Context: an optimization exercise on an open-source flow, tuned for small area, a short achievable clock period and few clock cycles. The choices shown serve that exercise and are no tape-out recipe. No functional check of the RTL was part of any run shown here. No activity file was given, so power comes from the tool's default toggle rates.

File: flow/design.v
package lsce_pkg;
  localparam int COL_W    = 12;
  localparam int ROW_W    = 12;
  localparam int CENTRE_W = 20;
  function automatic logic uge16(input logic [15:0] x, input logic [15:0] z);
    logic [15:0] gt, eq;
    gt = x & ~z;
    eq = ~(x ^ z);
    for (int w = 1; w < 16; w = w * 2) begin
      for (int i = 0; i + w < 16; i = i + 2 * w) begin
        gt[i] = gt[i+w] | (eq[i+w] & gt[i]);
        eq[i] = eq[i+w] & eq[i];
      end
    end
    uge16 = gt[0] | eq[0];
  endfunction
  function automatic logic sge9(input logic [8:0] x, input logic [8:0] z);
    sge9 = uge16({7'd0, ~x[8], x[7:0]}, {7'd0, ~z[8], z[7:0]});
  endfunction
  function automatic logic sge10(input logic [9:0] x, input logic [9:0] z);
    sge10 = uge16({6'd0, ~x[9], x[8:0]}, {6'd0, ~z[9], z[8:0]});
  endfunction
  function automatic logic sge13(input logic [12:0] x, input logic [12:0] z);
    sge13 = uge16({3'd0, ~x[12], x[11:0]}, {3'd0, ~z[12], z[11:0]});
  endfunction
endpackage
module lsce_front (
  input  logic        clk,
  input  logic        rst_n,
  input  logic        in_push,
  output logic        in_full,
  input  logic [7:0]  in_pixel,
  input  logic        in_row_end,
  input  logic        in_frame_end,
  input  logic [8:0]  thr,
  input  logic signed [9:0] nthr,
  input  logic        job_free,
  input  logic        job_idle_next,
  output logic        job_load,
  output logic [8:0]  job_p,
  output logic [8:0]  job_q,
  output logic [8:0]  job_s,
  output logic [8:0]  job_r,
  output logic [11:0] job_pkc,
  output logic [11:0] job_trc,
  output logic        job_found,
  output logic [11:0] job_row,
  output logic        job_last
);
  logic [7:0]        pd0_r, pd1_r;
  logic [11:0]       kcm_r;         
  logic              rstart_r;      
  logic              ev_v_r;        
  logic              ev_f_r;        
  logic              ev_last_r;
  logic signed [8:0] ev_g_r;
  logic              accept, room;
  logic signed [8:0] pk1_r, tr1_r, prev_r;
  logic signed [8:0] pk0_r, pk2_r, tr0_r, tr2_r;
  logic [11:0]       pkc_r, trc_r;          
  logic              pk_pend_r, tr_pend_r, pk_at0_r, tr_at0_r, pk_ok_r, tr_ok_r;
  logic              fresh_r;               
  logic              fin_r, fin_last_r, full_r;
  logic [11:0]       row_r;
  logic signed [8:0] n_pk1, n_tr1, n_prev;
  logic signed [8:0] n_pk0, n_pk2, n_tr0, n_tr2;
  logic [11:0]       n_pkc, n_trc;
  logic              n_pk_pend, n_tr_pend, n_pk_at0, n_tr_at0, n_pk_ok, n_tr_ok, n_fresh;
  logic              upd_pk, upd_tr, fin_take, thr0, idle_next;
  logic signed [8:0] g, g0;
  assign in_full = full_r;
  assign accept  = in_push && !full_r;
  assign room    = kcm_r != 12'hfff;
  always_ff @(posedge clk) begin
    if (!rst_n) begin
      rstart_r <= 1'b1;
      ev_v_r <= 1'b0;
      ev_f_r <= 1'b0;
    end else begin
      ev_v_r <= accept && !rstart_r && room;
      ev_f_r <= accept ? in_row_end : (ev_f_r && !fin_take);
      if (accept) begin
        rstart_r <= in_row_end;
      end
    end
  end
  always_ff @(posedge clk) begin
    ev_g_r <= $signed({1'b0, in_pixel}) - $signed({1'b0, pd1_r});
    if (accept) begin
      pd1_r <= pd0_r;
      pd0_r <= in_pixel;
      if (rstart_r) begin
        kcm_r <= '0;
      end else if (room) begin
        kcm_r <= kcm_r + 12'd1;
      end
      if (in_row_end) begin
        ev_last_r <= in_frame_end;
      end
    end
  end
  always_comb begin
    g    = ev_g_r;
    g0   = fresh_r ? 9'sd0 : g;
    thr0 = thr == 9'd0;
    upd_pk = fresh_r || lsce_pkg::sge9(g, pk1_r);
    upd_tr = fresh_r || !lsce_pkg::sge9(g, tr1_r);
    n_pk1 = pk1_r;  n_pk0 = pk0_r;  n_pk2 = pk2_r;  n_pkc = pkc_r;
    n_pk_pend = pk_pend_r;  n_pk_at0 = pk_at0_r;  n_pk_ok = pk_ok_r;
    n_tr1 = tr1_r;  n_tr0 = tr0_r;  n_tr2 = tr2_r;  n_trc = trc_r;
    n_tr_pend = tr_pend_r;  n_tr_at0 = tr_at0_r;  n_tr_ok = tr_ok_r;
    n_prev = prev_r;
    n_fresh = fresh_r;
    if (ev_v_r) begin
      if (upd_pk) begin
        n_pk1 = g0;
        n_pk0 = prev_r;
        n_pk2 = '0;                           
        n_pkc = kcm_r;
        n_pk_pend = 1'b1;
        n_pk_at0 = fresh_r;
      end else if (pk_pend_r) begin
        n_pk2 = g;
        n_pk_pend = 1'b0;
      end
      if (upd_tr) begin
        n_tr1 = g0;
        n_tr0 = prev_r;
        n_tr2 = '0;
        n_trc = kcm_r;
        n_tr_pend = 1'b1;
        n_tr_at0 = fresh_r;
      end else if (tr_pend_r) begin
        n_tr2 = g;
        n_tr_pend = 1'b0;
      end
      if (fresh_r) begin
        n_pk_ok = thr0;
        n_tr_ok = thr0;
      end else begin
        n_pk_ok = pk_ok_r || lsce_pkg::sge10(10'(g), {1'b0, thr});
        n_tr_ok = tr_ok_r || lsce_pkg::sge10(nthr, 10'(g));
      end
      n_prev = g0;
      n_fresh = 1'b0;
    end
    job_load = fin_r && job_free;
    job_p    = 9'(pk1_r - pk0_r);            
    job_q    = 9'(pk1_r - pk2_r);            
    job_s    = 9'(tr2_r - tr1_r);            
    job_r    = 9'(tr0_r - tr1_r);            
    job_pkc  = pkc_r;
    job_trc  = trc_r;
    job_found = !fresh_r && pk_ok_r && tr_ok_r && !pk_at0_r && !tr_at0_r
                && (pk1_r > 9'sd0) && (tr1_r <= 9'sd0);
    job_row  = row_r;
    job_last = fin_last_r;
    fin_take = ev_f_r && (!fin_r || job_load);
  end
  always_ff @(posedge clk) begin
    pk1_r <= n_pk1;  pk0_r <= n_pk0;  pk2_r <= n_pk2;  pkc_r <= n_pkc;
    pk_pend_r <= n_pk_pend;  pk_at0_r <= n_pk_at0;  pk_ok_r <= n_pk_ok;
    tr1_r <= n_tr1;  tr0_r <= n_tr0;  tr2_r <= n_tr2;  trc_r <= n_trc;
    tr_pend_r <= n_tr_pend;  tr_at0_r <= n_tr_at0;  tr_ok_r <= n_tr_ok;
    prev_r <= n_prev;
    if (fin_take) begin
      fin_last_r <= ev_last_r;
    end
  end
  always_ff @(posedge clk) begin
    if (!rst_n) begin
      fresh_r <= 1'b1;
      fin_r <= 1'b0;
      full_r <= 1'b0;
      row_r <= '0;
    end else begin
      fresh_r <= n_fresh || job_load;
      fin_r <= fin_take || (fin_r && !job_load);
      full_r <= (fin_take || (fin_r && !job_load)) && !job_idle_next;
      if (job_load) begin
        if (fin_last_r) begin
          row_r <= '0;
        end else if (row_r != 12'hfff) begin
          row_r <= row_r + 12'd1;
        end
      end
    end
  end
endmodule
module lsce_back (
  input  logic               clk,
  input  logic               rst_n,
  input  logic signed [12:0] wmin,
  input  logic signed [12:0] wmax,
  input  logic               job_load,
  input  logic [8:0]         job_p,
  input  logic [8:0]         job_q,
  input  logic [8:0]         job_s,
  input  logic [8:0]         job_r,
  input  logic [11:0]        job_pkc,
  input  logic [11:0]        job_trc,
  input  logic               job_found,
  input  logic [11:0]        job_row,
  input  logic               job_last,
  output logic               job_free,
  output logic               job_idle_next,
  output logic               out_empty,
  input  logic               out_pop,
  output logic [lsce_pkg::ROW_W-1:0]    out_row_number,
  output logic               out_found,
  output logic [lsce_pkg::CENTRE_W-1:0] out_centre_q8,
  output logic               out_last
);
  logic [9:0]  r1_r, d1_r, r2_r, d2_r;
  logic [12:0] jm_r;           
  logic [12:0] jn_r;           
  logic        ok_r, last_r;
  logic [11:0] row_r;
  logic        run_r, empty_r, run_n, empty_n;
  logic [4:0]  cnt_r;
  logic [10:0] t1, t2;
  logic        dg1, dg2;
  logic [9:0]  nr1, nr2;
  logic        wid_ok, eq, decide, lt;
  logic signed [12:0] tv, tv_inc, tv_dec, tv_step;
  assign out_empty      = empty_r;
  assign out_row_number = row_r;
  assign out_found      = ok_r;
  assign out_centre_q8  = {jm_r, jn_r[7:1]};
  assign out_last       = last_r;
  assign job_free       = !run_r && (empty_r || out_pop);
  always_comb begin
    t1  = {r1_r, 1'b0} - {1'b0, d1_r};
    t2  = {r2_r, 1'b0} - {1'b0, d2_r};
    dg1 = !t1[10];
    dg2 = !t2[10];
    nr1 = dg1 ? t1[9:0] : {r1_r[8:0], 1'b0};
    nr2 = dg2 ? t2[9:0] : {r2_r[8:0], 1'b0};
    wid_ok = lsce_pkg::sge13(jn_r, wmin) && lsce_pkg::sge13(wmax, jn_r);
    tv = $signed(jn_r);
    tv_inc = tv + 13'sd1;
    tv_dec = tv - 13'sd1;
    if (dg1 && !dg2) begin
      tv_step = {tv[11:0], 1'b1};
    end else if (!dg1 && dg2) begin
      tv_step = {tv_dec[11:0], 1'b1};
    end else begin
      tv_step = {tv[11:0], 1'b0};
    end
    eq = ((r1_r == r2_r) && (d1_r == d2_r)) || ((r1_r == '0) && (r2_r == '0));
    decide = eq || (dg1 != dg2) || (cnt_r == 5'd28);
    lt = !eq && !dg1 && dg2;
  end
  always_comb begin
    run_n = run_r;
    empty_n = empty_r;
    if (job_load) begin
      run_n = 1'b1;
      empty_n = 1'b1;
    end else if (run_r) begin
      if ((cnt_r == 5'd1 && !(ok_r && wid_ok)) || cnt_r == 5'd31) begin
        run_n = 1'b0;
        empty_n = 1'b0;
      end
    end else if (out_pop) begin
      empty_n = 1'b1;
    end
    job_idle_next = !run_n && empty_n;
  end
  always_ff @(posedge clk) begin
    if (!rst_n) begin
      run_r <= 1'b0;
      empty_r <= 1'b1;
    end else begin
      run_r <= run_n;
      empty_r <= empty_n;
    end
  end
  always_ff @(posedge clk) begin
    if (job_load) begin
      r1_r <= {1'b0, job_p};
      d1_r <= {1'b0, job_q};
      r2_r <= {1'b0, job_s};
      d2_r <= {1'b0, job_r};
      jm_r <= {1'b0, job_pkc};
      jn_r <= {1'b0, job_trc};
      ok_r <= job_found;
      row_r <= job_row;
      last_r <= job_last;
      cnt_r <= '0;
    end else if (run_r) begin
      cnt_r <= cnt_r + 5'd1;
      if (cnt_r == 5'd0) begin
        d1_r <= r1_r + d1_r;                    
        d2_r <= r2_r + d2_r;                    
        jn_r <= jn_r - jm_r;                    
      end else if (cnt_r == 5'd1) begin
        r1_r <= nr1;
        r2_r <= nr2;
        if (ok_r && wid_ok) begin
          jm_r <= {jm_r[11:0], 1'b0} + jn_r;    
          jn_r <= (dg1 && !dg2) ? 13'd1 : ((!dg1 && dg2) ? 13'h1fff : 13'd0);
        end else begin
          ok_r <= 1'b0;
          jm_r <= '0;
          jn_r <= '0;
        end
      end else if (cnt_r < 5'd9) begin
        r1_r <= nr1;
        r2_r <= nr2;
        jn_r <= tv_step;
      end else if (cnt_r != 5'd31) begin
        r1_r <= nr1;
        r2_r <= nr2;
        if (decide) begin
          jn_r <= lt ? tv : tv_inc;
          cnt_r <= 5'd31;
        end
      end else begin
        jm_r <= jm_r + {{11{jn_r[9]}}, jn_r[9:8]} - 13'd2;    
      end
    end
  end
endmodule
module laser_stripe_center_extract (
  input  logic                clk,
  input  logic                rst_n,
  input  logic                in_push,
  output logic                in_full,
  input  logic [7:0]          in_pixel,
  input  logic                in_row_end,
  input  logic                in_frame_end,
  output logic                out_empty,
  input  logic                out_pop,
  output logic [lsce_pkg::ROW_W-1:0]    out_row_number,
  output logic                out_found,
  output logic [lsce_pkg::CENTRE_W-1:0] out_centre_q8,
  output logic                out_last,
  input  logic                cfg_valid,
  output logic                cfg_ready,
  input  logic [1:0]          cfg_index,
  input  logic [12:0]         cfg_data
);
  logic [8:0]         thr_r;
  logic signed [9:0]  nthr_r;    
  logic signed [12:0] wmin_r, wmax_r;
  logic        job_free, job_idle_next, job_load, job_found, job_last;
  logic [8:0]  job_p, job_s;
  logic [8:0]  job_q, job_r;
  logic [11:0] job_pkc, job_trc, job_row;
  assign cfg_ready = 1'b1;
  always_ff @(posedge clk) begin
    if (!rst_n) begin
      thr_r  <= 9'd35;
      wmin_r <= 13'sd1;
      wmax_r <= 13'sd20;
    end else if (cfg_valid) begin
      case (cfg_index)
        2'd0: thr_r  <= cfg_data[8:0];
        2'd1: wmin_r <= $signed(cfg_data);
        2'd2: wmax_r <= $signed(cfg_data);
        default: begin
        end
      endcase
    end
  end
  always_ff @(posedge clk) begin
    nthr_r <= -$signed({1'b0, thr_r});
  end
  lsce_front u_front (
    .clk       (clk),
    .rst_n     (rst_n),
    .in_push   (in_push),
    .in_full   (in_full),
    .in_pixel  (in_pixel),
    .in_row_end(in_row_end),
    .in_frame_end(in_frame_end),
    .thr       (thr_r),
    .nthr      (nthr_r),
    .job_free  (job_free),
    .job_idle_next(job_idle_next),
    .job_load  (job_load),
    .job_p     (job_p),
    .job_q    (job_q),
    .job_s     (job_s),
    .job_r    (job_r),
    .job_pkc   (job_pkc),
    .job_trc   (job_trc),
    .job_found (job_found),
    .job_row   (job_row),
    .job_last  (job_last)
  );
  lsce_back u_back (
    .clk            (clk),
    .rst_n          (rst_n),
    .wmin           (wmin_r),
    .wmax           (wmax_r),
    .job_load       (job_load),
    .job_p          (job_p),
    .job_q         (job_q),
    .job_s          (job_s),
    .job_r         (job_r),
    .job_pkc        (job_pkc),
    .job_trc        (job_trc),
    .job_found      (job_found),
    .job_row        (job_row),
    .job_last       (job_last),
    .job_free       (job_free),
    .job_idle_next  (job_idle_next),
    .out_empty      (out_empty),
    .out_pop        (out_pop),
    .out_row_number (out_row_number),
    .out_found      (out_found),
    .out_centre_q8  (out_centre_q8),
    .out_last       (out_last)
  );
endmodule
File: flow/run.sh
#!/bin/bash
# synth_recipe.tcl (not shown) runs the flow's synth.tcl, then flattens the netlist and writes it again
# the make line also repeats each setting of config.mk as NAME=value (left out here)
make -C /OpenROAD-flow-scripts/flow DESIGN_CONFIG=/design/flow/config.mk WORK_HOME=/design/flow/orfs CLKGATE_MAP_FILE= SYNTH_SCRIPT=/design/flow/synth_recipe.tcl finish
File: flow/config.mk
export PLATFORM = sky130hd
export DESIGN_NAME = laser_stripe_center_extract
export DESIGN_NICKNAME = laser_stripe_center_extract
export VERILOG_FILES = /design/flow/design.v
export SDC_FILE = /design/flow/constraint.sdc
export NUM_CORES = 4
export LEC_CHECK = 0
export CAP_MARGIN = 20
export CORE_MARGIN = 2
export CORE_UTILIZATION = 40
export SETUP_SLACK_MARGIN = 5.0
export SLEW_MARGIN = 20
File: flow/constraint.sdc
create_clock -name core_clock -period 8.0 [get_ports {clk}]
set_input_delay 1.6000 -clock core_clock [delete_from_list [all_inputs] [get_ports {clk}]]
set_output_delay 1.6000 -clock core_clock [all_outputs]
set_load 0.01 [all_outputs]
==> flow_summary.ini, run 1 <==
[global_route]
grt_first_pass_wirelength_um = 74290
grt_max_degree = 66
grt_use_total = 0.2026
grt_overflow = 0
grt_pass1_vias = 13470
grt_antenna_before_repair = 0

[hold_path]
hold_end = u_front.pd1_r[1]
hp-class = flop to flop
hold_depth = 0
hold_start = u_front.pd0_r[1]

[sta]
final-setup-viol-count = 0
tightest_slew_ns = 1.003
fin_hold_ws_ns = 0.4196
drv_slew = 0
rsz0062_at_grt = yes
min_period_ns = 3.357
max_freq_mhz = 297.9
tns_ns = 0
slew_headroom = 0.3288
finalHoldViolCount = 0
clock_skew_ns = 0.01758
finalCritPeriodShare = 0.4196

[floorplan]
boundaryPins = 67
fp.dieArea_mm2 = 0.04620
start_util = 0.4043
rows = 77
die_x_um = 214.9
die_h_um = 214.9
coreArea_mm2 = 0.04403

[clock_tree]
cts_max_level = 1
hold_buffers = 0
clk_latency_ns = 0.59
clock-sinks = 282
cts_tree = built
numCtsBuffers = 31
clockRootBuffer = clkbuf_16
clockBufferDepth = 3
clkTransAtPathRegs_ns = 0.06

[critical_path]
cp_data_arrival_time_ns = 3.70
r2r_slack_ns = 4.64
r2r-start = u_back.d1_r[0]
end_kind = flop
crit_type = flop to flop
worst_ep_required_time_ns = 8.34
reg2reg_to = u_back.jn_r[11]
worstPathMaxFanout = 4
r2r_cells = 11
critPathLaunchType = flop

[cells_and_area]
mostFrequentLayoutCells = edfxtp_1 (197), ha_1 (178), inv_1 (171), nor2_1 (143), nand2_1 (135)
antennaDiodeCount = 0
nNetsFinal = 2229
final_cell_area_mm2 = 0.02160
layout_commonest_cell = edfxtp_1
area_growth_syn_to_layout_pct = 21.38
layout-drive-gt1-share = 0.1417
final_util = 0.4907

[power]
sw_frac_of_total = 0.3371
clkPwrFrac = 0.287
seqPwrFrac = 0.358
p_sw_mw = 1.709
p_total_mw = 5.068
peakVddDrop_v = 0.0001820
power_frac_comb = 0.354
leakage_nw = 8.838
p_per_area_mw_per_mm2 = 234.6
p_int_mw = 3.359

[yosys]
synthCells = 1823
avgSynthCellArea_um2 = 9.764
yosysSeqAreaShare = 0.4279
ys_warn_count = 3
syn_area_mm2 = 0.01780
ys_seq_elements = 282
synth_nets = 2059
synthFlopType = edfxtp_1
ys_async_sr_fraction = 0
synth_cell_types = 70
synth_enable_flop_cells = 197

[placed_design]
dpl_cell_area_mm2 = 0.01912
hpwlAfterDp_um = 33570
portBuffers = 65
place.gp.congestion = 0.8390

[run_status]
status = timing/DRC/antenna clean

[route]
avgRoutedWirePerCell_um = 18.42
drc = 0
vias_per_cell = 5.295
vias = 13820
drt_iter0_drc = 913
routed_wl_um = 48060
postRouteAntennaNets = 0
dr.pass1.iters = 6

[job]
maxCapViolations = 0
cell type report:
class                   instances  area [µm²]
fillers                      4064       22420
multi-input cells            1312        9879
flip-flops and latches        282        7617
repair buffers                185        1637
clock buffers                  33       783.3
well taps                     592       740.7
inverters                     181       694.4
clock inverters                25       252.7
worst max path at each step:
stage	from	slack, ns	endpoint	cells after the start
floorplan	u_back.r1_r[0]	4.74	u_back.jn_r[11]	12
global placement	out_pop	3.72	u_back.r1_r[0]	7
detailed placement	out_pop	3.71	u_back.r1_r[8]	7
CTS	u_back.d1_r[0]	4.63	u_back.jn_r[11]	11
finish	u_back.d1_r[0]	4.64	u_back.jn_r[11]	11
global route	u_back.d1_r[0]	4.50	u_back.jn_r[11]	11
through the flow:
stage | cells | setup WS [ns]
after floorplan | 1823 | 4.738
after global placement | 2436 | 3.724
after detailed placement | 2436 | 3.710
after CTS | 2565 | 4.628
after global routing | 2610 | 4.501
final | 2610 | 4.643
repair_timing:
item	in CTS	in global routing
resized for setup	114	73
endpoints found under the setup margin	269	146
cloned	5	1
pin swaps	24	41
buffers inserted	66	44
hold endpoints to repair	0	0
registers in the layout, indices dropped and copies added (netlist names), 10 cells and up:
register,flops
u_back.r2_r,10
u_front.row_r,12
u_back.d2_r,10
u_back.r1_r,10
u_back.jm_r,13
u_front.kcm_r,12
u_back.row_r,12
u_front.trc_r,12
nthr_r,10
u_back.d1_r,10
wmin_r,13
wmax_r,13
u_back.jn_r,13
u_front.pkc_r,12
power by group through the flow:
stage | sequential (mW) | combinational (mW) | clock, mW
2_1_floorplan | 1.81 | 1.11 | 0
3_3_place_gp | 1.88 | 1.40 | 0
3_5_place_dp | 1.88 | 1.42 | 0
5_1_grt | 1.83 | 1.98 | 1.54
4_1_cts | 1.82 | 1.62 | 1.48
6_report | 1.82 | 1.80 | 1.46
routing by layer:
metal  share of wire  wire length [µm]  GRT usage  vias to the layer above
met4           0.031              1483    0.07315                        0
li1                -                 -          -                     6800
met2            0.46             22000     0.3291                      388
met3           0.052              2521    0.02803                       82
met5               0                 0          0                        -
met1            0.46             22060     0.2761                     6549
logic make-up after synthesis:
| kind of cell | after synthesis | synth area share |
|---|---|---|
| adder cells (fa/ha/maj) | 206 | 0.1499 |
| multiplexers | 23 | 0.01307 |
| buffers and inverters | 234 | 0.05160 |
| AND/OR/NAND/NOR | 526 | 0.1433 |
| AO/OA/AOI/OAI | 407 | 0.1432 |
| flip-flops | 282 | 0.4279 |
| other | 1 | 0.0002107 |
| XOR/XNOR | 144 | 0.07086 |
cell usage after synthesis (6+ instances only):
master      n  share of area
a211oi_1   11         0.0046
a21boi_0   40          0.017
a21o_1     22         0.0093
a21oi_1   120          0.034
a221oi_1    7         0.0034
a31oi_1     7         0.0025
and2_1     18         0.0063
buf_1       6         0.0013
buf_4       8         0.0034
clkbuf_1   36         0.0076
dfxtp_1    85          0.096
edfxtp_1  197           0.33
fa_1       12          0.013
ha_1      194           0.14
inv_1     179          0.038
mux2i_1    21          0.012
nand2_1   139          0.029
nand2b_1   30          0.011
nand3_1    38          0.011
nand3b_1    6         0.0025
nand4_1    19         0.0067
nor2_1    148          0.031
nor2b_1    41          0.014
nor3_1     29         0.0082
nor4_1     15         0.0053
o211ai_1   17         0.0072
o21a_1     32          0.013
o21ai_0    99          0.028
o22ai_1     6         0.0021
o31ai_1     9         0.0038
or2_2       6         0.0021
or3_1      19         0.0067
xnor2_1    95          0.047
xor2_1     49          0.024
worst max-delay path, cell delays in order (launching register included):
cell      delay, ns
edfxtp_1       0.42
fa_2           0.42
nand2b_4       0.16
a211o_1        0.28
and3_1         0.15
or3_4          0.37
buf_12         0.15
nand2b_4       0.16
or4_4          0.48
xnor2_1        0.14
a211o_1        0.26
o221a_2        0.12
==> run 2: changes to the inputs <==
--- a/flow/design.v
+++ b/flow/design.v
@@ -44,7 +44,9 @@
   output logic [11:0] job_pkc,
   output logic [11:0] job_trc,
   output logic        job_found,
-  output logic [11:0] job_row,
+  input  logic        res_pop,
+  input  logic        res_last,
+  output logic [11:0] row_number,
   output logic        job_last
 );
   logic [7:0]        pd0_r, pd1_r;
@@ -69,6 +71,7 @@
   logic              upd_pk, upd_tr, fin_take, thr0, idle_next;
   logic signed [8:0] g, g0;
   assign in_full = full_r;
+  assign row_number = row_r;
   assign accept  = in_push && !full_r;
   assign room    = kcm_r != 12'hfff;
   always_ff @(posedge clk) begin
@@ -153,7 +156,6 @@
     job_trc  = trc_r;
     job_found = !fresh_r && pk_ok_r && tr_ok_r && !pk_at0_r && !tr_at0_r
                 && (pk1_r > 9'sd0) && (tr1_r <= 9'sd0);
-    job_row  = row_r;
     job_last = fin_last_r;
     fin_take = ev_f_r && (!fin_r || job_load);
   end
@@ -177,8 +179,8 @@
       fresh_r <= n_fresh || job_load;
       fin_r <= fin_take || (fin_r && !job_load);
       full_r <= (fin_take || (fin_r && !job_load)) && !job_idle_next;
-      if (job_load) begin
-        if (fin_last_r) begin
+      if (res_pop) begin
+        if (res_last) begin
           row_r <= '0;
         end else if (row_r != 12'hfff) begin
           row_r <= row_r + 12'd1;
@@ -200,13 +202,12 @@
   input  logic [11:0]        job_pkc,
   input  logic [11:0]        job_trc,
   input  logic               job_found,
-  input  logic [11:0]        job_row,
   input  logic               job_last,
   output logic               job_free,
   output logic               job_idle_next,
   output logic               out_empty,
   input  logic               out_pop,
-  output logic [lsce_pkg::ROW_W-1:0]    out_row_number,
+  output logic               res_pop,
   output logic               out_found,
   output logic [lsce_pkg::CENTRE_W-1:0] out_centre_q8,
   output logic               out_last
@@ -215,16 +216,15 @@
   logic [12:0] jm_r;           
   logic [12:0] jn_r;           
   logic        ok_r, last_r;
-  logic [11:0] row_r;
   logic        run_r, empty_r, run_n, empty_n;
   logic [4:0]  cnt_r;
   logic [10:0] t1, t2;
   logic        dg1, dg2;
   logic [9:0]  nr1, nr2;
-  logic        wid_ok, eq, decide, lt;
-  logic signed [12:0] tv, tv_inc, tv_dec, tv_step;
+  logic        wid_ok, eq, decide, lt, dd1_r, dd2_r, eq_r;
+  logic signed [9:0]  tv, tv_inc, tv_dec, tv_step;
   assign out_empty      = empty_r;
-  assign out_row_number = row_r;
+  assign res_pop        = out_pop && !empty_r;
   assign out_found      = ok_r;
   assign out_centre_q8  = {jm_r, jn_r[7:1]};
   assign out_last       = last_r;
@@ -237,19 +237,19 @@
     nr1 = dg1 ? t1[9:0] : {r1_r[8:0], 1'b0};
     nr2 = dg2 ? t2[9:0] : {r2_r[8:0], 1'b0};
     wid_ok = lsce_pkg::sge13(jn_r, wmin) && lsce_pkg::sge13(wmax, jn_r);
-    tv = $signed(jn_r);
-    tv_inc = tv + 13'sd1;
-    tv_dec = tv - 13'sd1;
-    if (dg1 && !dg2) begin
-      tv_step = {tv[11:0], 1'b1};
-    end else if (!dg1 && dg2) begin
-      tv_step = {tv_dec[11:0], 1'b1};
+    tv = $signed(jn_r[9:0]);
+    tv_inc = tv + 10'sd1;
+    tv_dec = tv - 10'sd1;
+    if (dd1_r && !dd2_r) begin
+      tv_step = {tv[8:0], 1'b1};
+    end else if (!dd1_r && dd2_r) begin
+      tv_step = {tv_dec[8:0], 1'b1};
     end else begin
-      tv_step = {tv[11:0], 1'b0};
+      tv_step = {tv[8:0], 1'b0};
     end
     eq = ((r1_r == r2_r) && (d1_r == d2_r)) || ((r1_r == '0) && (r2_r == '0));
-    decide = eq || (dg1 != dg2) || (cnt_r == 5'd28);
-    lt = !eq && !dg1 && dg2;
+    decide = eq_r || (dd1_r != dd2_r) || (cnt_r == 5'd29);
+    lt = !eq_r && !dd1_r && dd2_r;
   end
   always_comb begin
     run_n = run_r;
@@ -277,6 +277,9 @@
     end
   end
   always_ff @(posedge clk) begin
+    dd1_r <= dg1;
+    dd2_r <= dg2;
+    eq_r  <= eq;
     if (job_load) begin
       r1_r <= {1'b0, job_p};
       d1_r <= {1'b0, job_q};
@@ -285,7 +288,6 @@
       jm_r <= {1'b0, job_pkc};
       jn_r <= {1'b0, job_trc};
       ok_r <= job_found;
-      row_r <= job_row;
       last_r <= job_last;
       cnt_r <= '0;
     end else if (run_r) begin
@@ -295,29 +297,29 @@
         d2_r <= r2_r + d2_r;                    
         jn_r <= jn_r - jm_r;                    
       end else if (cnt_r == 5'd1) begin
-        r1_r <= nr1;
+        r1_r <= nr1;                            
         r2_r <= nr2;
         if (ok_r && wid_ok) begin
           jm_r <= {jm_r[11:0], 1'b0} + jn_r;    
-          jn_r <= (dg1 && !dg2) ? 13'd1 : ((!dg1 && dg2) ? 13'h1fff : 13'd0);
+          jn_r <= '0;                           
         end else begin
           ok_r <= 1'b0;
           jm_r <= '0;
           jn_r <= '0;
         end
-      end else if (cnt_r < 5'd9) begin
-        r1_r <= nr1;
+      end else if (cnt_r < 5'd10) begin
+        r1_r <= nr1;                            
         r2_r <= nr2;
-        jn_r <= tv_step;
+        jn_r[9:0] <= tv_step;                   
       end else if (cnt_r != 5'd31) begin
-        r1_r <= nr1;
+        r1_r <= nr1;                            
         r2_r <= nr2;
         if (decide) begin
-          jn_r <= lt ? tv : tv_inc;
+          jn_r[9:0] <= lt ? tv : tv_inc;
           cnt_r <= 5'd31;
         end
       end else begin
-        jm_r <= jm_r + {{11{jn_r[9]}}, jn_r[9:8]} - 13'd2;    
+        jm_r <= jm_r + {11'h7ff, ~jn_r[9], jn_r[8]};    
       end
     end
   end
@@ -347,7 +349,8 @@
   logic        job_free, job_idle_next, job_load, job_found, job_last;
   logic [8:0]  job_p, job_s;
   logic [8:0]  job_q, job_r;
-  logic [11:0] job_pkc, job_trc, job_row;
+  logic [11:0] job_pkc, job_trc;
+  logic        res_pop;
   assign cfg_ready = 1'b1;
   always_ff @(posedge clk) begin
     if (!rst_n) begin
@@ -387,7 +390,9 @@
     .job_pkc   (job_pkc),
     .job_trc   (job_trc),
     .job_found (job_found),
-    .job_row   (job_row),
+    .res_pop   (res_pop),
+    .res_last  (out_last),
+    .row_number(out_row_number),
     .job_last  (job_last)
   );
   lsce_back u_back (
@@ -403,13 +408,12 @@
     .job_pkc        (job_pkc),
     .job_trc        (job_trc),
     .job_found      (job_found),
-    .job_row        (job_row),
     .job_last       (job_last),
     .job_free       (job_free),
     .job_idle_next  (job_idle_next),
     .out_empty      (out_empty),
     .out_pop        (out_pop),
-    .out_row_number (out_row_number),
+    .res_pop        (res_pop),
     .out_found      (out_found),
     .out_centre_q8  (out_centre_q8),
     .out_last       (out_last)
--- a/flow/config.mk
+++ b/flow/config.mk
@@ -8,5 +8,5 @@
 export CAP_MARGIN = 20
 export CORE_MARGIN = 2
 export CORE_UTILIZATION = 40
-export SETUP_SLACK_MARGIN = 5.0
+export SETUP_SLACK_MARGIN = 5
 export SLEW_MARGIN = 20
==> flow_summary.ini, run 2 <==
[hold_path]
hp-class = flop to flop
hold_depth = 0

[route]
drc = 0
postRouteAntennaNets = 0
wl_met1_um = 20300
vias_per_cell = 5.370
routed_wl_um = 43320
routed.top_layer = met4
drt_iter0_drc = 853
wl_met3_um = 2302
vias = 12890
wl_met2_um = 19680
avgRoutedWirePerCell_um = 18.05
dr.pass1.iters = 5

[critical_path]
critPathBufInv = 4
critical_path.top_delay_family = buffers and inverters
worstPathMaxFanout = 22
critPathLaunchType = input pin
cp_cell_sequence = clkdlybuf4s50_1, o21bai_2, inv_1, nand2_2, inv_6, buf_16, nor2_1, a22oi_1, a21bo_2
cp_data_arrival_time_ns = 3.34
crit_type = input pin to flop
slowest_stage = clkdlybuf4s50_1
worst_ep_required_time_ns = 8.34
path_depth = 9
end_kind = flop
r2r_cells = 10
slowest_delay_ns = 0.53

[sta]
tightest_slew_ns = 1.083
max_freq_mhz = 333.6
rsz0062_at_grt = yes
min_period_ns = 2.997
slew_headroom = 0.2752
clock_skew_ns = 0.009713
finalCritPeriodShare = 0.3747
drv_slew = 0
tns_ns = 0
finalHoldViolCount = 0
final-setup-viol-count = 0

[clock_tree]
clk_latency_ns = 0.58
hold_buffers = 0
clkTransAtPathRegs_ns = 0.06
numCtsBuffers = 31
cts_tree = built
cts_max_level = 1
clock-sinks = 273
clockRootBuffer = clkbuf_16
clockBufferDepth = 3

[yosys]
synth.top_cell.area_share = 0.3225
synthFlopType = edfxtp_1
yosysSeqAreaShare = 0.4248
ys_async_sr_fraction = 0
synth_area_leaders = edfxtp_1 (32%), ha_1 (13%), dfxtp_1 (10%), xnor2_1 (5.5%), inv_1 (3.6%)
synthCells = 1730
synthTopCellsByCount = edfxtp_1 (185), ha_1 (175), inv_1 (164)
synth_cell_types = 84
synth_nets = 1947
syn_area_mm2 = 0.01723
ys_seq_elements = 273
yosysTopAreaCell = edfxtp_1
avgSynthCellArea_um2 = 9.957
synth_enable_flop_cells = 185
synthMostInstantiatedCell = edfxtp_1
ys_warn_count = 3

[power]
leakage_nw = 7.980
seqPwrFrac = 0.398
peakVddDrop_v = 0.0001554
p_per_area_mw_per_mm2 = 223.8
clkPwrFrac = 0.317
sw_frac_of_total = 0.3228
p_int_mw = 3.014
power_frac_comb = 0.285
p_sw_mw = 1.437

[run_status]
status = timing/DRC/antenna clean

[cells_and_area]
nNetsFinal = 2046
antennaDiodeCount = 0
stdcell_count = 2400
mostFrequentLayoutCells = edfxtp_1 (185), ha_1 (174), inv_1 (162), nor2_1 (131), nand2_1 (127)
final_cell_area_mm2 = 0.01989
area_growth_syn_to_layout_pct = 15.45
num-fill-cells = 4054
layout_commonest_cell = edfxtp_1
final_util = 0.4647
layout-drive-gt1-share = 0.09061

[global_route]
grt_antenna_before_repair = 0
grt_use_total = 0.1938
grt_first_pass_wirelength_um = 67690
grt_overflow = 0
grt_pass1_vias = 12370
grt_max_degree = 76

[floorplan]
die_h_um = 211.5
coreArea_mm2 = 0.04279
fp.dieArea_mm2 = 0.04474
boundaryPins = 67
die_x_um = 211.5
start_util = 0.4025
rows = 76

[placed_design]
portBuffers = 65
place.gp.congestion = 0.8560
dp_cells = 2298
hpwlAfterDp_um = 31460
dpl_cell_area_mm2 = 0.01838

[job]
maxCapViolations = 0
## run 2: changes by cell type after synthesis, sizes merged, moves of 8 or more
cell	previous run	this run
a21oi	120	75
and2	18	26
and3	5	20
edfxtp	197	185
ha	194	175
inv	180	164
nand2	139	131
nand2b	31	19
nor2	148	132
o21ai	99	80
xnor2	95	108
xor2	49	31
## run 2: power by group through the flow
stage / Clock [mW] / Combinational, mW / Sequential, mW
2_1_floorplan: 0 / 0.904 / 1.75
3_3_place_gp: 0 / 1.11 / 1.82
3_5_place_dp: 0 / 1.14 / 1.82
4_1_cts: 1.45 / 1.22 / 1.77
5_1_grt: 1.50 / 1.41 / 1.78
6_report: 1.41 / 1.27 / 1.77
## run 2: cell families after synthesis
| group | Yosys count | synth area share |
|---|---|---|
| and+or+nand+nor | 523 | 0.1500 |
| AOI/OAI and AO/OA | 361 | 0.1448 |
| DFF | 273 | 0.4248 |
| buffers and inverters | 216 | 0.05085 |
| adders and majority gates | 187 | 0.1411 |
| xor gates and xnor gates | 139 | 0.07068 |
| muxes | 30 | 0.01758 |
| other | 1 | 0.0002177 |
## run 2: cell type report
class                   instances  area, µm²  share of cell area
clock inverters                26      232.7             0.01170
repair buffers                117       1096             0.05512
flip-flops and latches        273       7323              0.3683
multi-input cells            1241       9144              0.4598
inverters                     165      628.1             0.03158
clock buffers                  32      779.5             0.03920
well taps                     546      683.2             0.03435
## run 2: worst paths after layout
kind / from / to / slack [ns]
worst max register to register: u_back.jn_r[2] / u_back.jm_r[11] / 5.10
worst min-delay path: u_front.pd0_r[5] / u_front.pd1_r[5] / 0.42
worst min register to register: u_front.pd0_r[5] / u_front.pd1_r[5] / 0.42
worst max-delay path: out_pop / u_back.jm_r[11] / 5.00
## run 2: worst register-to-register path, delay by kind of cell, from the launching register on
kind	cells	cell delay [ns]
buffers and inverters	2	0.37
DFF	1	0.39
adders and majority gates	1	0.48
xor gates and xnor gates	1	0.11
AOI/OAI and AO/OA	6	1.32
## run 2: timing repair
item / CTS / global route
pin swaps: 3 / 6
setup buffers: 31 / 12
gates cloned: 1 / 0
resized for setup: 70 / 20
endpoints found under the hold margin: 0 / 0
setup endpoints to repair: 192 / 133
## run 2: through the flow
step                      power (mW)  setup slack [ns]  hold WS, ns
final                          4.450             5.003       0.4173
after global routing           4.688             4.905       0.4282
after CTS                      4.437             5.003       0.4187
after detailed placement       2.961             3.378       0.4045
after global placement         2.925             3.490       0.4015
after floorplan                2.652             4.796       0.3771
## run 2: metal layers
layer,global-route usage,vias up
li1,-,6373
met1,0.2737,6163
met2,0.3093,287
met3,0.03026,64
met4,0.05172,0
met5,0,-
==> run 3: changes to the inputs <==
==> flow/flow/run.sh (new file) <==
#!/bin/bash
set -euo pipefail
bash standard.sh SETUP_SLACK_MARGIN=5.2 finish > standard_flow.log 2>&1
==> flow/standard.sh (new file) <==
#!/bin/bash
# synth_recipe.tcl (not shown) runs the flow's synth.tcl, then flattens the netlist and writes it again
# the make line also repeats each setting of config.mk as NAME=value (left out here)
make -C /OpenROAD-flow-scripts/flow DESIGN_CONFIG=/design/flow/config.mk WORK_HOME=/design/flow/orfs CLKGATE_MAP_FILE= SYNTH_SCRIPT=/design/flow/synth_recipe.tcl "${@:-finish}"
--- a/flow/config.mk
+++ b/flow/config.mk
@@ -8,5 +8,7 @@
 export CAP_MARGIN = 20
 export CORE_MARGIN = 2
 export CORE_UTILIZATION = 40
-export SETUP_SLACK_MARGIN = 5
+export CTS_BUF_LIST = sky130_fd_sc_hd__clkbuf_8
+export CTS_CLUSTER_DIAMETER = 60
+export CTS_CLUSTER_SIZE = 16
 export SLEW_MARGIN = 20
removed: flow/run.sh
==> flow_summary.ini, run 3 <==
[floorplan]
rows = 76
die_h_um = 211.5
coreArea_mm2 = 0.04279
fp.dieArea_mm2 = 0.04474
die_x_um = 211.5
start_util = 0.4025
boundaryPins = 67

[power]
leakage_nw = 8.264
p_per_area_mw_per_mm2 = 209.1
peakVddDrop_v = 0.0001072

[route]
drc = 0
routed_wl_um = 45850
postRouteAntennaNets = 0
vias_per_cell = 5.323
avgRoutedWirePerCell_um = 18.63
dr.pass1.iters = 5
vias = 13100
drt_iter0_drc = 916

[sta]
tns_ns = 0
final-setup-viol-count = 0
slew_headroom = 0.3335
max_freq_mhz = 339.6
min_period_ns = 2.945
rsz0062_at_grt = yes
drv_slew = 0
finalHoldViolCount = 0
finalCritPeriodShare = 0.3681
clock_skew_ns = 0.03582
tightest_slew_ns = 0.9998

[yosys]
ys_async_sr_fraction = 0
synthCells = 1730
synthTopCellsByCount = edfxtp_1 (185), ha_1 (175), inv_1 (164)
synth.top_cell.area_share = 0.3225
synthFlopType = edfxtp_1
avgSynthCellArea_um2 = 9.957
yosysSeqAreaShare = 0.4248
syn_area_mm2 = 0.01723
synth_cell_types = 84
synth_nets = 1947
ys_warn_count = 3
ys_seq_elements = 273
synth_enable_flop_cells = 185
synth_area_leaders = edfxtp_1 (32%), ha_1 (13%), dfxtp_1 (10%), xnor2_1 (5.5%), inv_1 (3.6%)
synthMostInstantiatedCell = edfxtp_1
yosysTopAreaCell = edfxtp_1

[hold_path]
hold_start = u_front.pd0_r[4]
hold_end = u_front.pd1_r[4]
hp-class = flop to flop
hold_depth = 0

[job]
maxCapViolations = 0

[cells_and_area]
layout-drive-gt1-share = 0.1704
nNetsFinal = 2106
stdcell_count = 2461
area_growth_syn_to_layout_pct = 19.47
final_util = 0.4809
layout_commonest_cell = edfxtp_1
mostFrequentLayoutCells = edfxtp_1 (185), ha_1 (164), inv_1 (160), nor2_1 (130), nand2_1 (126)

[global_route]
grt_antenna_before_repair = 3
grt_pass1_vias = 12650
grt_use_total = 0.2033
grt_overflow = 0
grt_max_degree = 45
grt_first_pass_wirelength_um = 70580

[clock_tree]
clk_latency_ns = 0.64
clock-sinks = 273
clockRootBuffer = clkbuf_8
clockBufferDepth = 3
cts_max_level = 1
cts_tree = built
clkTransAtPathRegs_ns = 0.10
numCtsBuffers = 30

[placed_design]
dp_cells = 2296
hpwlAfterDp_um = 31460
place.gp.congestion = 0.8399
portBuffers = 65

[critical_path]
reg2reg_to = u_back.jm_r[11]
r2r-start = u_back.jn_r[1]
end_kind = output port
r2r_slack_ns = 5.13
crit_type = flop to output port
critPathLaunchType = flop
worstPathMaxFanout = 2
worst_ep_required_time_ns = 6.40
r2r_cells = 12
cp_data_arrival_time_ns = 1.34

[run_status]
status = timing/DRC/antenna clean
-- run 3: per-layer routing --
metal | track usage | vias up | part of all wire
li1 | - | 6492 | -
met1 | 0.2868 | 6210 | 0.47
met2 | 0.3243 | 337 | 0.45
met3 | 0.03664 | 60 | 0.057
met4 | 0.04735 | 2 | 0.019
met5 | 0 | - | 0.00015
-- run 3: how the worst max path moves through the flow --
stage / from / end / slack (ns)
2_1_floorplan: in_pixel[0] / u_front.ev_g_r[8] / 5.12
3_3_place_gp: out_pop / u_back.r2_r[2] / 3.49
3_5_place_dp: out_pop / u_back.r1_r[2] / 3.38
4_1_cts: u_back.jn_r[5] / out_centre_q8[4] / 5.03
5_1_grt: u_back.jn_r[1] / out_centre_q8[0] / 5.00
6_report: u_back.jn_r[1] / out_centre_q8[0] / 5.06
-- run 3: cell type report --
cell class | count | area (µm²)
antenna | 2 | 5.005
clock buffer | 33 | 454.2
clock inverter | 23 | 284.0
fill | 3971 | 22210
inverter | 165 | 649.4
multi-input combinational | 1242 | 9554
sequential | 273 | 7352
tap | 546 | 683.2
timing repair buffer | 177 | 1598
-- run 3: per-stage QoR --
stage          setup slack, ns  power (mW)  area (µm²)  hold WS [ns]
6_report                 5.055       4.302       20580        0.4256
5_1_grt                  4.998       4.536       20570        0.4390
4_1_cts                  5.032       4.182       19870        0.4280
3_5_place_dp             3.379       2.963       18420        0.4045
3_3_place_gp             3.495       2.926       18420        0.4019
2_1_floorplan            5.121       2.656       17310        0.3771
-- run 3: where the power goes --
group | switching [mW] | total, mW | internal [mW]
combinational | 0.773 | 1.42 | 0.651
sequential | 0.129 | 1.77 | 1.64
clock | 0.610 | 1.11 | 0.502
-- run 3: cell families (layout without fill, tap and decap cells) --
group / after synthesis / in the layout / share of synthesized area
AO/OA/AOI/OAI: 361 / 362 / 0.1448
XOR/XNOR: 139 / 139 / 0.07068
adder cells (fa/ha/maj): 187 / 187 / 0.1411
buffers and inverters: 216 / 398 / 0.05085
flip-flops: 273 / 273 / 0.4248
multiplexers: 30 / 30 / 0.01758
other: 1 / 3 / 0.0002177
AND/OR/NAND/NOR: 523 / 523 / 0.1500
-- run 3: what timing repair did --
action / 4_1_cts / 5_1_grt
resized for setup: 207 / 85
gates cloned: 4 / 2
buffers inserted: 65 / 36
setup endpoints to repair: 270 / 154
hold buffers: 0 / 0
pin swaps: 9 / 31
endpoints found under the hold margin: 0 / 0
-- run 3: worst max-delay path: stages, from the launching register on --
cell      delay, ns
edfxtp_1       0.44
buf_6          0.16
buf_6          0.11
==> run 4: changes to the inputs <==
--- a/flow/design.v
+++ b/flow/design.v
@@ -216,19 +216,22 @@
   logic [12:0] jm_r;           
   logic [12:0] jn_r;           
   logic        ok_r, last_r;
-  logic        run_r, empty_r, run_n, empty_n;
+  logic        run_r, run_n, empty_r, deliver;
   logic [4:0]  cnt_r;
+  logic        found_r, olast_r;
+  logic [19:0] centre_r;
   logic [10:0] t1, t2;
   logic        dg1, dg2;
   logic [9:0]  nr1, nr2;
   logic        wid_ok, eq, decide, lt, dd1_r, dd2_r, eq_r;
   logic signed [9:0]  tv, tv_inc, tv_dec, tv_step;
-  assign out_empty      = empty_r;
-  assign res_pop        = out_pop && !empty_r;
-  assign out_found      = ok_r;
-  assign out_centre_q8  = {jm_r, jn_r[7:1]};
-  assign out_last       = last_r;
-  assign job_free       = !run_r && (empty_r || out_pop);
+  logic [19:0] centre;
+  assign out_empty     = empty_r;
+  assign out_found     = found_r;
+  assign out_centre_q8 = centre_r;
+  assign out_last      = olast_r;
+  assign res_pop       = out_pop && !empty_r;
+  assign job_free      = !run_r;
   always_comb begin
     t1  = {r1_r, 1'b0} - {1'b0, d1_r};
     t2  = {r2_r, 1'b0} - {1'b0, d2_r};
@@ -250,22 +253,10 @@
     eq = ((r1_r == r2_r) && (d1_r == d2_r)) || ((r1_r == '0) && (r2_r == '0));
     decide = eq_r || (dd1_r != dd2_r) || (cnt_r == 5'd29);
     lt = !eq_r && !dd1_r && dd2_r;
-  end
-  always_comb begin
-    run_n = run_r;
-    empty_n = empty_r;
-    if (job_load) begin
-      run_n = 1'b1;
-      empty_n = 1'b1;
-    end else if (run_r) begin
-      if ((cnt_r == 5'd1 && !(ok_r && wid_ok)) || cnt_r == 5'd31) begin
-        run_n = 1'b0;
-        empty_n = 1'b0;
-      end
-    end else if (out_pop) begin
-      empty_n = 1'b1;
-    end
-    job_idle_next = !run_n && empty_n;
+    centre = {jm_r + {11'h7ff, ~jn_r[9], jn_r[8]}, jn_r[7:1]};
+    deliver = run_r && cnt_r == 5'd31 && empty_r;
+    run_n = job_load || (run_r && !deliver);
+    job_idle_next = !run_n;
   end
   always_ff @(posedge clk) begin
     if (!rst_n) begin
@@ -273,7 +264,18 @@
       empty_r <= 1'b1;
     end else begin
       run_r <= run_n;
-      empty_r <= empty_n;
+      if (deliver) begin
+        empty_r <= 1'b0;
+      end else if (out_pop) begin
+        empty_r <= 1'b1;
+      end
+    end
+  end
+  always_ff @(posedge clk) begin
+    if (deliver) begin
+      centre_r <= centre;
+      found_r <= ok_r;
+      olast_r <= last_r;
     end
   end
   always_ff @(posedge clk) begin
@@ -290,36 +292,30 @@
       ok_r <= job_found;
       last_r <= job_last;
       cnt_r <= '0;
-    end else if (run_r) begin
+    end else if (run_r && cnt_r != 5'd31) begin
       cnt_r <= cnt_r + 5'd1;
+      if (cnt_r != 5'd0) begin
+        r1_r <= nr1;                            
+        r2_r <= nr2;
+      end
       if (cnt_r == 5'd0) begin
         d1_r <= r1_r + d1_r;                    
         d2_r <= r2_r + d2_r;                    
         jn_r <= jn_r - jm_r;                    
       end else if (cnt_r == 5'd1) begin
-        r1_r <= nr1;                            
-        r2_r <= nr2;
+        jn_r <= '0;                             
         if (ok_r && wid_ok) begin
           jm_r <= {jm_r[11:0], 1'b0} + jn_r;    
-          jn_r <= '0;                           
         end else begin
           ok_r <= 1'b0;
-          jm_r <= '0;
-          jn_r <= '0;
+          jm_r <= 13'd2;
+          cnt_r <= 5'd31;
         end
       end else if (cnt_r < 5'd10) begin
-        r1_r <= nr1;                            
-        r2_r <= nr2;
         jn_r[9:0] <= tv_step;                   
-      end else if (cnt_r != 5'd31) begin
-        r1_r <= nr1;                            
-        r2_r <= nr2;
-        if (decide) begin
-          jn_r[9:0] <= lt ? tv : tv_inc;
-          cnt_r <= 5'd31;
-        end
-      end else begin
-        jm_r <= jm_r + {11'h7ff, ~jn_r[9], jn_r[8]};    
+      end else if (decide) begin
+        jn_r[9:0] <= lt ? tv : tv_inc;
+        cnt_r <= 5'd31;
       end
     end
   end
==> flow/run.sh (new file) <==
#!/bin/bash
# synth_recipe.tcl (not shown) runs the flow's synth.tcl, then flattens the netlist and writes it again
# the make line also repeats each setting of config.mk as NAME=value (left out here)
make -C /OpenROAD-flow-scripts/flow DESIGN_CONFIG=/design/flow/config.mk WORK_HOME=/design/flow/orfs CLKGATE_MAP_FILE= SYNTH_SCRIPT=/design/flow/synth_recipe.tcl finish
--- a/flow/config.mk
+++ b/flow/config.mk
@@ -8,7 +8,5 @@
 export CAP_MARGIN = 20
 export CORE_MARGIN = 2
 export CORE_UTILIZATION = 40
-export CTS_BUF_LIST = sky130_fd_sc_hd__clkbuf_8
-export CTS_CLUSTER_DIAMETER = 60
-export CTS_CLUSTER_SIZE = 16
+export SETUP_SLACK_MARGIN = 5
 export SLEW_MARGIN = 20
removed: flow/flow/run.sh
removed: flow/standard.sh
==> flow_summary.ini, run 4 <==
[run_status]
status = timing/DRC/antenna clean

[yosys]
synth_cell_types = 64
yosysTopAreaCell = edfxtp_1
synth_simple_gate_area_frac = 0.1464
yosysSeqAreaShare = 0.4544
synthAdderAreaFrac = 0.1384
ys_seq_elements = 295
synthTopCellsByCount = edfxtp_1 (207), ha_1 (175), inv_1 (164)
synth_area_leaders = edfxtp_1 (35%), ha_1 (12%), dfxtp_1 (10%), xnor2_1 (4.8%), inv_1 (3.5%)
synthMuxAreaShare = 0.01026
ys_warn_count = 3
synthFlopType = edfxtp_1
ys_async_sr_fraction = 0
avgSynthCellArea_um2 = 10.09
synth.top_cell.area_share = 0.3540
synthCells = 1741
synth_xor_area_frac = 0.06584
synth_compound_area_frac = 0.1379
syn_area_mm2 = 0.01756
synth_enable_flop_cells = 207
synth_top_family_by_area = simple AND/OR/NAND/NOR gates
synth_nets = 1958
synthMostInstantiatedCell = edfxtp_1

[floorplan]
coreArea_mm2 = 0.04317
die_h_um = 213.5
die_x_um = 213.5
boundaryPins = 67
start_util = 0.4067
fp.dieArea_mm2 = 0.04559
rows = 76

[global_route]
grt_pass1_vias = 12480
grt_antenna_before_repair = 0
grt_first_pass_wirelength_um = 67820
grt_use_total = 0.1901
grt_overflow = 0
grt_max_degree = 68

[route]
vias_per_cell = 5.275
postRouteAntennaNets = 0
dr.pass1.iters = 5
vias = 12870
drt_iter0_drc = 858
drc = 0
avgRoutedWirePerCell_um = 17.49
routed_wl_um = 42670

[job]
maxCapViolations = 0

[cells_and_area]
nNetsFinal = 2045
antennaDiodeCount = 0
layout-drive-gt1-share = 0.06523
layout_commonest_cell = edfxtp_1
largest_register = u_back.centre_r
mostFrequentLayoutCells = edfxtp_1 (207), ha_1 (174), inv_1 (163), nand2_1 (151), nor2_1 (123)
final_cell_area_mm2 = 0.02023
area_growth_syn_to_layout_pct = 15.22
largest_reg_flops = 20

[power]
leakage_nw = 8.157
p_sw_mw = 1.340
sw_frac_of_total = 0.2978
p_per_area_mw_per_mm2 = 222.4
power_frac_comb = 0.230
p_int_mw = 3.159
seqPwrFrac = 0.420
peakVddDrop_v = 0.0001359
clkPwrFrac = 0.351

[clock_tree]
clockBufferDepth = 3
cts_tree = built
clkTransAtPathRegs_ns = 0.06
clk_latency_ns = 0.54
clockRootBuffer = clkbuf_16
clock-sinks = 295
cts_max_level = 2
numCtsBuffers = 35
hold_buffers = 0

[sta]
final-setup-viol-count = 0
min_period_ns = 2.953
rsz0062_at_grt = yes
finalHoldViolCount = 0
max_freq_mhz = 338.7
tightest_slew_ns = 0.9970
tns_ns = 0
finalCritPeriodShare = 0.3691
drv_slew = 0
slew_headroom = 0.3329
clock_skew_ns = 0.02379

[critical_path]
crit_type = input pin to flop
slowest_delay_ns = 0.61
worst_ep_required_time_ns = 8.25
worstPathMaxFanout = 18
cp_data_arrival_time_ns = 3.21
critPathLaunchType = input pin
cp_cell_sequence = clkdlybuf4s50_1, nand2b_1, inv_1, nand2_1, inv_1
slowest_stage = inv_1
critical_path.top_delay_family = buffers and inverters
end_kind = flop
crit_top_cell = inv_1
critPathBufInv = 3

[hold_path]
hp-class = flop to flop

[placed_design]
dpl_cell_area_mm2 = 0.01882
portBuffers = 65
place.gp.congestion = 0.8198
hpwlAfterDp_um = 31610
-- run 4: cell count changes after synthesis, moves of 9 or more --
cell | before | now
edfxtp_1 | 185 | 207
nand2_1 | 131 | 153
o31ai_1 | 9 | 23
xnor2_1 | 108 | 96
o21ai_0 | 78 | 89
mux2i_1 | 28 | 18
nand4_1 | 13 | 22
nor2_1 | 132 | 123
-- run 4: worst paths after layout --
| path | to | start | slack (ns) | cells past startpoint |
|---|---|---|---|---|
| min reg2reg | u_back.last_r | u_front.fin_last_r | 0.42 | 0 |
| max | u_front.ev_last_r | in_push | 5.05 | 5 |
| min | u_back.last_r | u_front.fin_last_r | 0.42 | 0 |
| max reg2reg | u_back.r1_r[7] | u_back.d1_r[2] | 5.12 | 9 |
-- run 4: logic make-up (layout without fill, tap and decap cells) --
family,Yosys count,count (layout)
DFF,295,295
other,1,1
xor gates and xnor gates,132,132
muxes,18,18
adders and majority gates,187,187
and+or+nand+nor,530,530
buffers and inverters,209,323
AOI/OAI and AO/OA,369,369
-- run 4: layout make-up --
type	instances	area, µm²
fillers	4112	22940
multi-input cells	1237	8866
flip-flops and latches	295	7984
clock buffers	47	983.4
repair buffers	95	882.1
well taps	585	732.0
inverters	164	615.6
clock inverters	17	167.7
-- run 4: timing repair --
item,in CTS,in global routing
pin swaps,5,3
resized for setup,49,18
endpoints found under the setup margin,130,109
setup buffers,7,14
-- run 4: metrics by stage --
stage          total power [mW]  hold WS [ns]  utilization  setup slack [ns]  cells
2_1_floorplan             2.605        0.3771            -             5.027   1741
3_3_place_gp              2.843        0.4019       0.4359             4.413   2354
3_5_place_dp              2.871        0.4052       0.4360             4.369   2355
4_1_cts                   4.498        0.4175       0.4644             5.002   2426
5_1_grt                   4.730        0.4170       0.4686             4.953   2440
6_report                  4.499        0.4164       0.4686             5.047   2440
-- run 4: layer usage --
layer	up-vias	global-route usage	part of all wire
met2	270	0.3006	0.45
met1	6145	0.2677	0.48
met4	0	0.06202	0.025
li1	6394	-	-
met3	63	0.02856	0.045
met5	-	0	0
-- run 4: power by group through the flow --
stage / Clock [mW] / Combinational [mW] / Sequential (mW)
6_report: 1.58 / 1.03 / 1.89
5_1_grt: 1.67 / 1.16 / 1.90
4_1_cts: 1.61 / 0.995 / 1.89
3_5_place_dp: 0 / 0.944 / 1.93
3_3_place_gp: 0 / 0.919 / 1.92
2_1_floorplan: 0 / 0.753 / 1.85
-- run 4: worst register-to-register path: cells and delay by family (launching register included) --
kind                       cells  cell delay [ns]
AOI/OAI and AO/OA              5             1.30
DFF                            1             0.39
muxes                          1             0.36
adders and majority gates      1             0.34
and+or+nand+nor                1             0.15
buffers and inverters          1             0.06
==> run 5: changes to the inputs <==
==> flow/flow/run.sh (new file) <==
#!/bin/bash
set -euo pipefail
bash standard.sh SETUP_SLACK_MARGIN=5.2 finish > standard_flow.log 2>&1
==> flow/standard.sh (new file) <==
#!/bin/bash
# synth_recipe.tcl (not shown) runs the flow's synth.tcl, then flattens the netlist and writes it again
# the make line also repeats each setting of config.mk as NAME=value (left out here)
make -C /OpenROAD-flow-scripts/flow DESIGN_CONFIG=/design/flow/config.mk WORK_HOME=/design/flow/orfs CLKGATE_MAP_FILE= SYNTH_SCRIPT=/design/flow/synth_recipe.tcl "${@:-finish}"
--- a/flow/config.mk
+++ b/flow/config.mk
@@ -8,5 +8,4 @@
 export CAP_MARGIN = 20
 export CORE_MARGIN = 2
 export CORE_UTILIZATION = 40
-export SETUP_SLACK_MARGIN = 5
 export SLEW_MARGIN = 20
removed: flow/run.sh
==> flow_summary.ini, run 5 <==
[clock_tree]
hold_buffers = 0
clock-sinks = 295
cts_max_level = 2
clockRootBuffer = clkbuf_16
clockBufferDepth = 3
clk_latency_ns = 0.52
cts_tree = built
clkTransAtPathRegs_ns = 0.06
numCtsBuffers = 35

[cells_and_area]
final_util = 0.4802
largest_reg_flops = 20
mostFrequentLayoutCells = edfxtp_1 (207), ha_1 (167), inv_1 (159), nand2_1 (150), nor2_1 (120)
layout-drive-gt1-share = 0.1120
area_growth_syn_to_layout_pct = 18.08
antennaDiodeCount = 0
nNetsFinal = 2086
layout_commonest_cell = edfxtp_1
num-fill-cells = 4040
stdcell_count = 2478
largest_register = u_back.centre_r

[sta]
layout_setup_ws_ns = 5.237
min_period_ns = 2.763
finalHoldViolCount = 0
drv_slew = 0
fin_hold_ws_ns = 0.4170
slew_headroom = 0.4959
rsz0062_at_grt = yes
final-setup-viol-count = 0
max_freq_mhz = 362.0
tns_ns = 0
clock_skew_ns = 0.02052
finalCritPeriodShare = 0.3453
tightest_slew_ns = 0.7560

[route]
avgRoutedWirePerCell_um = 17.88
postRouteAntennaNets = 0
drt_iter0_drc = 862
routed_wl_um = 44320
drc = 0
dr.pass1.iters = 8
vias = 13110
vias_per_cell = 5.292

[yosys]
syn_area_mm2 = 0.01756
synth_compound_area_frac = 0.1379
synth_enable_flop_cells = 207
synthTopCellsByCount = edfxtp_1 (207), ha_1 (175), inv_1 (164)
yosysSeqAreaShare = 0.4544
ys_async_sr_fraction = 0
synth_nets = 1958
synth_simple_gate_area_frac = 0.1464
synthFlopType = edfxtp_1
synth_top_family_by_area = simple AND/OR/NAND/NOR gates
ys_warn_count = 3
ys_seq_elements = 295
synthCells = 1741
yosysTopAreaCell = edfxtp_1
avgSynthCellArea_um2 = 10.09
synth_area_leaders = edfxtp_1 (35%), ha_1 (12%), dfxtp_1 (10%), xnor2_1 (4.8%), inv_1 (3.5%)
synthMostInstantiatedCell = edfxtp_1
synthAdderAreaFrac = 0.1384
synthMuxAreaShare = 0.01026
synth_xor_area_frac = 0.06584
synth_cell_types = 64
synth.top_cell.area_share = 0.3540

[critical_path]
critPathBufInv = 1
slowest_delay_ns = 0.35
critical_path.top_delay_family = flip-flops
cp_cell_sequence = dlygate4sd2_1
worst_ep_required_time_ns = 6.40
critPathLaunchType = flop
r2r_slack_ns = 5.29
slowest_stage = edfxtp_1
cp_data_arrival_time_ns = 1.16
worstPathMaxFanout = 1
end_kind = output port
crit_type = flop to output port

[power]
peakVddDrop_v = 0.0001143
p_int_mw = 3.233
leakage_nw = 8.268
p_per_area_mw_per_mm2 = 222.5
p_sw_mw = 1.380
seqPwrFrac = 0.407
sw_frac_of_total = 0.2992
clkPwrFrac = 0.345
power_frac_comb = 0.249

[global_route]
grt_use_total = 0.1975
grt_first_pass_wirelength_um = 70070
grt_antenna_before_repair = 0
grt_overflow = 0
grt_pass1_vias = 12820
grt_max_degree = 81

[run_status]
status = timing/DRC/antenna clean

[floorplan]
rows = 76
die_h_um = 213.5
boundaryPins = 67
coreArea_mm2 = 0.04317
fp.dieArea_mm2 = 0.04559
die_x_um = 213.5
start_util = 0.4067

[placed_design]
portBuffers = 65
dp_cells = 2356
hpwlAfterDp_um = 31360
place.gp.congestion = 0.8215
place_ws_ns = 4.375

[hold_path]
hp-class = flop to flop

[job]
maxCapViolations = 0
-- run 5: cell counts after synthesis --
No cell type changed its count.
-- run 5: cell families (layout without fill, tap and decap cells) --
group                    count (synthesis)  count (layout)
AO/OA/AOI/OAI                          369             371
multiplexers                            18              18
AND/OR/NAND/NOR                        530             530
adder cells (fa/ha/maj)                187             187
XOR/XNOR                               132             132
flip-flops                             295             295
other                                    1               1
buffers and inverters                  209             359
-- run 5: path summary, 6_finish.rpt --
kind                            cells after the start                 from                end
worst max-delay path                                1  u_back.centre_r[18]  out_centre_q8[18]
worst min-delay path                                0     u_front.pd0_r[2]   u_front.pd1_r[2]
worst max register to register                      9       u_back.d1_r[5]     u_back.r1_r[7]
worst min register to register                      0     u_front.pd0_r[2]   u_front.pd1_r[2]
-- run 5: power groups by stage --
| stage | registers (mW) | clock network [mW] | logic (mW) |
|---|---|---|---|
| floorplan | 1.85 | 0 | 0.755 |
| global placement | 1.93 | 0 | 0.926 |
| detailed placement | 1.93 | 0 | 0.951 |
| CTS | 1.88 | 1.62 | 1.06 |
| global route | 1.89 | 1.68 | 1.28 |
| finish | 1.88 | 1.59 | 1.15 |
-- run 5: metal layers --
| layer | track usage | up-vias | part of all wire |
|---|---|---|---|
| met4 | 0.05699 | 0 | 0.024 |
| met2 | 0.3072 | 318 | 0.45 |
| met5 | 0 | - | 0 |
| met1 | 0.2833 | 6252 | 0.47 |
| met3 | 0.03281 | 61 | 0.057 |
| li1 | - | 6483 | - |
-- run 5: metrics by stage --
| stage | total power [mW] | area (µm²) |
|---|---|---|
| final | 4.613 | 20730 |
| after global routing | 4.845 | 20730 |
| after floorplan | 2.607 | 17600 |
| after CTS | 4.562 | 20340 |
| after global placement | 2.851 | 18870 |
| after detailed placement | 2.879 | 18870 |
-- run 5: area by class of cell --
class / instances / area, µm² / share of cell area
clock buffer: 48 / 984.7 / 0.04750
inverter: 164 / 626.9 / 0.03024
clock inverter: 13 / 146.4 / 0.007061
tap: 585 / 732.0 / 0.03530
sequential: 295 / 7994 / 0.3856
timing repair buffer: 134 / 1151 / 0.05552
multi-input combinational: 1239 / 9097 / 0.4388
-- run 5: what timing repair did --
item	CTS	global route
buffers inserted	28	31
gates resized for setup	100	63
endpoints found under the setup margin	216	101
pin swaps	1	16
gates cloned	2	0
==> run 6: changes to the inputs <==
--- a/flow/config.mk
+++ b/flow/config.mk
@@ -7,5 +7,5 @@
 export LEC_CHECK = 0
 export CAP_MARGIN = 20
 export CORE_MARGIN = 2
-export CORE_UTILIZATION = 40
+export CORE_UTILIZATION = 75
 export SLEW_MARGIN = 20
==> flow_summary.ini, run 6 <==
[critical_path]
critPathBufInv = 3
end_kind = flop
path_depth = 9
crit_type = flop to flop
worst_ep_required_time_ns = 8.25
cp_cell_sequence = inv_1, ha_1, a21o_1, a2111oi_0, o211ai_1, nand3_1, buf_4, inv_1, o21ai_0
r2r-start = u_back.jn_r[9]
worstPathMaxFanout = 12
slowest_stage = edfxtp_1
r2r_slack_ns = 5.11
r2r_cells = 9

[cells_and_area]
mostFrequentLayoutCells = edfxtp_1 (207), ha_1 (167), inv_1 (161), nand2_1 (149), nor2_1 (120)
layout-drive-gt1-share = 0.1260
layout_commonest_cell = edfxtp_1
num-fill-cells = 1050
area_growth_syn_to_layout_pct = 15.61
antennaDiodeCount = 0
largest_register = u_back.centre_r
final_util = 0.8911
largest_reg_flops = 20

[hold_path]
hold_start = u_front.pd0_r[7]
hold_end = u_front.pd1_r[7]

[floorplan]
fp.dieArea_mm2 = 0.02465
rows = 55
die_x_um = 157.0
start_util = 0.7708
die_h_um = 157.0

[power]
power_frac_comb = 0.261
p_sw_mw = 1.443
p_per_area_mw_per_mm2 = 224.6
seqPwrFrac = 0.412
sw_frac_of_total = 0.3165
clkPwrFrac = 0.327
p_total_mw = 4.559

[global_route]
grt_use_total = 0.3694
grt_antenna_before_repair = 0
grt_pass1_vias = 13790
grt_overflow = 0
grt_first_pass_wirelength_um = 71340
grt_max_degree = 79

[clock_tree]
clockBufferDepth = 3
cts_tree = built
numCtsBuffers = 31
clock-sinks = 295

[sta]
finalHoldViolCount = 0
finalCritPeriodShare = 0.3618
clock_skew_ns = 0.01488
tns_ns = 0
min_period_ns = 2.895
rsz0062_at_grt = yes
slew_headroom = 0.5102

[yosys]
synthTopCellsByCount = edfxtp_1 (207), ha_1 (175), inv_1 (164)
ys_warn_count = 3
yosysTopAreaCell = edfxtp_1
synthCells = 1741
synthMostInstantiatedCell = edfxtp_1
avgSynthCellArea_um2 = 10.09
synth_nets = 1958
synthFlopType = edfxtp_1
synth.top_cell.area_share = 0.3540
syn_area_mm2 = 0.01756

[job]
maxCapViolations = 0

[route]
routed_wl_um = 47910
vias_per_cell = 6.564
dr.pass1.iters = 5
postRouteAntennaNets = 0
avgRoutedWirePerCell_um = 21.76
vias = 14450
drc = 0

[placed_design]
hpwlAfterDp_um = 30270

[run_status]
status = timing/DRC/antenna clean
-- run 6: cell counts after synthesis --
Identical to the previous run, type by type.
-- run 6: cell type report --
type	instances	area, µm²	share of cell area
multi-input cells	1239	9131	0.4499
flip-flops and latches	295	8009	0.3946
repair buffers	134	1094	0.05387
clock buffers	40	849.6	0.04185
inverters	164	626.9	0.03088
well taps	313	391.6	0.01929
clock inverters	17	196.4	0.009678
-- run 6: kinds of logic after synthesis --
logic type | after synthesis | synth area share
compound gates | 369 | 0.1379
xor+xnor | 132 | 0.06584
fa+ha+maj | 187 | 0.1384
buf+inv | 209 | 0.04660
flops | 295 | 0.4544
mux | 18 | 0.01026
other cells | 1 | 0.0002136
simple gates | 530 | 0.1464
-- run 6: how the worst max path moves through the flow --
stage                   endpoint           start  slack [ns]
2_1_floorplan  u_front.ev_g_r[8]     in_pixel[0]        5.12
3_3_place_gp   u_front.ev_g_r[8]     in_pixel[0]        4.42
3_5_place_dp   u_front.ev_g_r[8]     in_pixel[0]        4.30
4_1_cts              u_back.ok_r  u_back.jn_r[9]        5.10
5_1_grt              u_back.ok_r  u_back.jn_r[9]        5.01
6_report             u_back.ok_r  u_back.jn_r[9]        5.11
-- run 6: timing repair --
action | 4_1_cts | 5_1_grt
setup endpoints to repair | 163 | 164
buffers inserted | 19 | 39
resized for setup | 131 | 67
pin swaps | 5 | 14
cloned | 2 | 0
-- run 6: metrics by stage --
| stage | worst slack (ns) | area (µm²) | std cells |
|---|---|---|---|
| floorplan | 5.121 | 17600 | 1741 |
| global placement | 4.421 | 18540 | 2085 |
| detailed placement | 4.297 | 18540 | 2085 |
| CTS | 5.098 | 19890 | 2163 |
| global route | 5.008 | 20300 | 2202 |
| finish | 5.105 | 20300 | 2202 |
-- run 6: power by group through the flow --
stage	combinational [mW]	sequential, mW	clock [mW]
after floorplan	0.755	1.85	0
after global placement	0.907	1.91	0
after detailed placement	0.956	1.92	0
after CTS	1.07	1.88	1.48
after global routing	1.28	1.88	1.54
final	1.19	1.88	1.49
-- run 6: routing by layer --
metal / vias to the layer above / part of all wire / global-route usage
met5: - / 0 / 0
met4: 0 / 0.046 / 0.1398
met3: 211 / 0.10 / 0.07406
met2: 961 / 0.48 / 0.6065
met1: 6804 / 0.38 / 0.4881
li1: 6478 / - / -
-- run 6: worst register-to-register path, stage by stage, from the launching register on --
cell and delay (ns):
edfxtp_1 0.49, inv_1 0.21, ha_1 0.28, a21o_1 0.15, a2111oi_0 0.47, o211ai_1 0.22
nand3_1 0.13, buf_4 0.23, inv_1 0.09, o21ai_0 0.30

Check on run 6: ideal ports give 5.105 ns setup slack; a clkbuf_16 on the clock port and buf_2 on the inputs give 5.105 ns; moving port delays by the midpoint clock arrival (0.623 ns) as well gives 4.642 ns.
